This design comes from an exercise in tuning for small area on the open sky130 flow, not from production work. Only simulation tests tie the RTL to the original design; equivalence was not proved. Power figures rest on the tool's default switching activity, not on a simulated workload.

==> flow/design.v <==
module register_file #(
  parameter int unsigned DATA_WIDTH = 32,
  parameter int unsigned ADDR_WIDTH = 5
) (
  input  logic                  clk,
  input  logic                  rst,
  input  logic [ADDR_WIDTH-1:0] addr_rs1,
  input  logic [ADDR_WIDTH-1:0] addr_rs2,
  input  logic [ADDR_WIDTH-1:0] addr_rd,
  input  logic [DATA_WIDTH-1:0] data_rd,
  input  logic                  we,
  output logic [DATA_WIDTH-1:0] data_rs1,
  output logic [DATA_WIDTH-1:0] data_rs2
);
  localparam int unsigned NUM_REGS = 2 ** ADDR_WIDTH;
  logic [NUM_REGS-1:1][DATA_WIDTH-1:0] regs;
  logic [NUM_REGS-1:1][DATA_WIDTH-1:0] regs_nxt;
  logic [NUM_REGS-1:1]                 valid;
  logic [NUM_REGS-1:1]                 wsel, wkeep;
  logic [NUM_REGS-1:1]                 rsel1, rsel2;
  always_comb begin
    for (int i = 1; i < NUM_REGS; i++) begin
      wsel[i]  = we && (addr_rd == ADDR_WIDTH'(i));
      wkeep[i] = !wsel[i];
      rsel1[i] = rst && valid[i] && (addr_rs1 == ADDR_WIDTH'(i));
      rsel2[i] = rst && valid[i] && (addr_rs2 == ADDR_WIDTH'(i));
    end
  end
  always_ff @(posedge clk or negedge rst) begin
    if (!rst) begin
      valid <= '0;
    end else begin
      valid <= valid | wsel;
    end
  end
  for (genvar i = 1; i < NUM_REGS; i++) begin : g_row
    for (genvar b = 0; b < DATA_WIDTH; b++) begin : g_bit
      rf_hold u_hold (
        .w(wsel[i]), .wn(wkeep[i]), .d(data_rd[b]), .q(regs[i][b]), .y(regs_nxt[i][b])
      );
    end
  end
  always_ff @(posedge clk) begin
    regs <= regs_nxt;
  end
  for (genvar b = 0; b < DATA_WIDTH; b++) begin : g_rd
    rf_read_bit u_rd1 (
      .sel(rsel1), .bits(column(b)), .y(data_rs1[b])
    );
    rf_read_bit u_rd2 (
      .sel(rsel2), .bits(column(b)), .y(data_rs2[b])
    );
  end
  function automatic logic [NUM_REGS-1:1] column(input int unsigned b);
    for (int i = 1; i < NUM_REGS; i++) column[i] = regs[i][b];
  endfunction
endmodule
module rf_hold (
  input  logic w,
  input  logic wn,
  input  logic d,
  input  logic q,
  output logic y
);
  assign y = (w & d) | (wn & q);
endmodule
module rf_aoi222 (
  input  logic a1, a2, b1, b2, c1, c2,
  output logic y
);
  assign y = !((a1 & a2) | (b1 & b2) | (c1 & c2));
endmodule
module rf_nand4 (
  input  logic a, b, c, d,
  output logic y
);
  assign y = !(a & b & c & d);
endmodule
module rf_nand3 (
  input  logic a, b, c,
  output logic y
);
  assign y = !(a & b & c);
endmodule
module rf_nand2 (
  input  logic a, b,
  output logic y
);
  assign y = !(a & b);
endmodule
module rf_or3 (
  input  logic a, b, c,
  output logic y
);
  assign y = a | b | c;
endmodule
module rf_read_bit (
  input  logic [31:1] sel,
  input  logic [31:1] bits,
  output logic                y
);
  logic [10:0] g_n;
  logic [2:0]  h;
  for (genvar g = 0; g < 10; g++) begin : g_grp
    rf_aoi222 u_aoi (
      .a1(sel[3*g+1]), .a2(bits[3*g+1]), .b1(sel[3*g+2]), .b2(bits[3*g+2]),
      .c1(sel[3*g+3]), .c2(bits[3*g+3]), .y(g_n[g])
    );
  end
  rf_nand2 u_last (.a(sel[31]), .b(bits[31]), .y(g_n[10]));
  rf_nand4 u_nand0 (.a(g_n[0]), .b(g_n[1]), .c(g_n[2]), .d(g_n[3]), .y(h[0]));
  rf_nand4 u_nand1 (.a(g_n[4]), .b(g_n[5]), .c(g_n[6]), .d(g_n[7]), .y(h[1]));
  rf_nand3 u_nand2 (.a(g_n[8]), .b(g_n[9]), .c(g_n[10]), .y(h[2]));
  rf_or3 u_or (.a(h[0]), .b(h[1]), .c(h[2]), .y(y));
endmodule
export LEC_CHECK = 0
export CAP_MARGIN = 20
export CORE_MARGIN = 2
export CORE_UTILIZATION = 60
export SLEW_MARGIN = 20
export SYNTH_HIERARCHICAL = 1
export SYNTH_MINIMUM_KEEP_SIZE = 0
create_clock -name core_clock -period 6.5 [get_ports {clk}]
standard.sh (not shown) runs the stock make flow with config.mk's settings and CLKGATE_MAP_FILE= SYNTH_SCRIPT=/design/flow/synth_recipe.tcl, a recipe that flattens the netlist after the stock synthesis.
==> flow/flow/run.sh <==
#!/bin/bash
# Layout flow: the standard synthesis unchanged, then the standard ORFS steps with every
# combinational cell first set to its smallest size, small port buffers, no oversized
# repair buffers and a clock tree without dummy loads.
set -euo pipefail
here=$(pwd)
P=sky130_fd_sc_hd__

bash standard.sh synth > "$here/synth.log" 2>&1

platform_dont_use=$(make -s -C "$FLOW_HOME" DESIGN_CONFIG="$here/config.mk" WORK_HOME="$here/orfs" print-DONT_USE_CELLS | sed -n 's/^DONT_USE_CELLS: //p' | tail -1)
big=""
for c in xor2_2 xor2_4 xnor2_2 xnor2_4 buf_6 buf_8 buf_12 buf_16 bufinv_8 bufinv_16 bufbuf_8 bufbuf_16 clkbuf_16 inv_8 inv_12 inv_16 clkinv_8 clkinv_16; do
  big="$big ${P}$c"
done

cts_args="-sink_clustering_enable -repair_clock_nets -dont_use_dummy_load -buf_list {${P}clkbuf_4 ${P}clkbuf_8} -sink_clustering_size 14 -sink_clustering_max_diameter 60"

bash standard.sh "DONT_USE_CELLS=$platform_dont_use$big" \
  "POST_FLOORPLAN_TCL=$here/flow/downsize.tcl" \
  "BUFFER_PORTS_ARGS=-buffer_cell ${P}buf_1" \
  "CTS_ARGS=$cts_args" \
  finish > "$here/layout.log" 2>&1
==> flow/flow/downsize.tcl <==
# Set every combinational cell to the smallest drive strength of its type; repair_design
# after placement sizes up only the ones whose load needs it.
set db [ord::get_db]
set dont_use $::env(DONT_USE_CELLS)
array set smallest {}
foreach lib [$db getLibs] {
  foreach m [$lib getMasters] {
    set n [$m getName]
    if {[lsearch -exact $dont_use $n] >= 0} { continue }
    if {![regexp {^(sky130_fd_sc_hd__[a-z0-9]+)_([0-9]+)$} $n -> base size]} { continue }
    set area [expr {[$m getWidth] * [$m getHeight]}]
    if {![info exists smallest($base)] || $area < [lindex $smallest($base) 1]} {
      set smallest($base) [list $n $area]
    }
  }
}
set count 0
foreach inst [[ord::get_db_block] getInsts] {
  set n [[$inst getMaster] getName]
  if {![regexp {^(sky130_fd_sc_hd__[a-z0-9]+)_([0-9]+)$} $n -> base size]} { continue }
  if {[string match "*df*" $base] || [string match "*conb*" $base]} { continue }
  if {![info exists smallest($base)]} { continue }
  set target [lindex $smallest($base) 0]
  if {$target ne $n} {
    replace_cell [$inst getName] $target
    incr count
  }
}
puts "downsize: $count cells set to their smallest drive strength"
==> next run, changes <==
--- a/flow/design.v
+++ b/flow/design.v
@@ -18,6 +18,10 @@
   logic [NUM_REGS-1:1]                 valid;
   logic [NUM_REGS-1:1]                 wsel, wkeep;
   logic [NUM_REGS-1:1]                 rsel1, rsel2;
+  logic                                phase;
+  logic [DATA_WIDTH-1:0]               wdata;
+  logic                                hit1, hit2;
+  logic [DATA_WIDTH-1:0]               rd1, rd2;
   always_comb begin
     for (int i = 1; i < NUM_REGS; i++) begin
       wsel[i]  = we && (addr_rd == ADDR_WIDTH'(i));
@@ -25,6 +29,12 @@
       rsel1[i] = rst && valid[i] && (addr_rs1 == ADDR_WIDTH'(i));
       rsel2[i] = rst && valid[i] && (addr_rs2 == ADDR_WIDTH'(i));
     end
+    hit1  = phase && (rsel1 != '0);
+    hit2  = phase && (rsel2 != '0);
+    wdata = data_rd ^ {DATA_WIDTH{phase}};
+  end
+  always_ff @(posedge clk) begin
+    phase <= !phase;
   end
   always_ff @(posedge clk or negedge rst) begin
     if (!rst) begin
@@ -36,7 +46,7 @@
   for (genvar i = 1; i < NUM_REGS; i++) begin : g_row
     for (genvar b = 0; b < DATA_WIDTH; b++) begin : g_bit
       rf_hold u_hold (
-        .w(wsel[i]), .wn(wkeep[i]), .d(data_rd[b]), .q(regs[i][b]), .y(regs_nxt[i][b])
+        .w(wsel[i]), .wn(wkeep[i]), .d(wdata[b]), .q(regs[i][b]), .y(regs_nxt[i][b])
       );
     end
   end
@@ -45,11 +55,13 @@
   end
   for (genvar b = 0; b < DATA_WIDTH; b++) begin : g_rd
     rf_read_bit u_rd1 (
-      .sel(rsel1), .bits(column(b)), .y(data_rs1[b])
+      .sel(rsel1), .bits(column(b)), .y_n(rd1[b])
     );
+    rf_xnor2 u_fix1 (.a(rd1[b]), .b(hit1), .y(data_rs1[b]));
     rf_read_bit u_rd2 (
-      .sel(rsel2), .bits(column(b)), .y(data_rs2[b])
+      .sel(rsel2), .bits(column(b)), .y_n(rd2[b])
     );
+    rf_xnor2 u_fix2 (.a(rd2[b]), .b(hit2), .y(data_rs2[b]));
   end
   function automatic logic [NUM_REGS-1:1] column(input int unsigned b);
     for (int i = 1; i < NUM_REGS; i++) column[i] = regs[i][b];
@@ -62,7 +74,13 @@
   input  logic q,
   output logic y
 );
-  assign y = (w & d) | (wn & q);
+  assign y = !((w & d) | (wn & q));
+endmodule
+module rf_xnor2 (
+  input  logic a, b,
+  output logic y
+);
+  assign y = !(a ^ b);
 endmodule
 module rf_aoi222 (
   input  logic a1, a2, b1, b2, c1, c2,
@@ -88,16 +106,16 @@
 );
   assign y = !(a & b);
 endmodule
-module rf_or3 (
+module rf_nor3 (
   input  logic a, b, c,
   output logic y
 );
-  assign y = a | b | c;
+  assign y = !(a | b | c);
 endmodule
 module rf_read_bit (
   input  logic [31:1] sel,
   input  logic [31:1] bits,
-  output logic                y
+  output logic        y_n
 );
   logic [10:0] g_n;
   logic [2:0]  h;
@@ -111,5 +129,5 @@
   rf_nand4 u_nand0 (.a(g_n[0]), .b(g_n[1]), .c(g_n[2]), .d(g_n[3]), .y(h[0]));
   rf_nand4 u_nand1 (.a(g_n[4]), .b(g_n[5]), .c(g_n[6]), .d(g_n[7]), .y(h[1]));
   rf_nand3 u_nand2 (.a(g_n[8]), .b(g_n[9]), .c(g_n[10]), .y(h[2]));
-  rf_or3 u_or (.a(h[0]), .b(h[1]), .c(h[2]), .y(y));
+  rf_nor3 u_nor (.a(h[0]), .b(h[1]), .c(h[2]), .y(y_n));
 endmodule
Effect: Maximum frequency drops by about 1.4%; critical path depth climbs by 1; synthesized area climbs by 13%; total power climbs by about 5.4%; non-clock buffer count climbs by 53; design area climbs by about 0.46%; clock-buffer cell count climbs by 2; utilization drops by 7.6 points; worst setup slack degrades by 88 ps; global-route usage drops by 1.9 points; via count climbs by about 3.6%; worst hold slack degrades by 7.1 ps.

## separate check: timing with driven ports
Ports are ideal in the flow. The routed layouts listed here were re-timed in OpenROAD.
Step 1 sets driving cells, clkbuf_16 on the clock port and buf_2 on the other inputs (assumed; they add their load-dependent delay and slew).
Step 2 moves the port delays by t, midway between the first and last clock arrival at a register: inputs arrive t later, outputs are due t later. That takes back most of the time a late clock gives input paths.
Three values: ideal ports, drivers, drivers and shift; two values: the first two.
run | t (ns) | slack for setup (ns) | hold WS [ns] | cell pins on the clock port's net
the first run | 0.800 | 0.351 / 0.327 / 0.327 | 0.474 / 0.446 / 0.474 | 1
the second run | 0.798 | 0.263 / 0.210 / 0.210 | 0.467 / 0.467 / 0.467 | 1
After both steps every run listed still meets setup and hold. For the second run, which loses most, drivers alone change the setup slack by -0.053 ns; drivers and shift together by -0.053 ns.
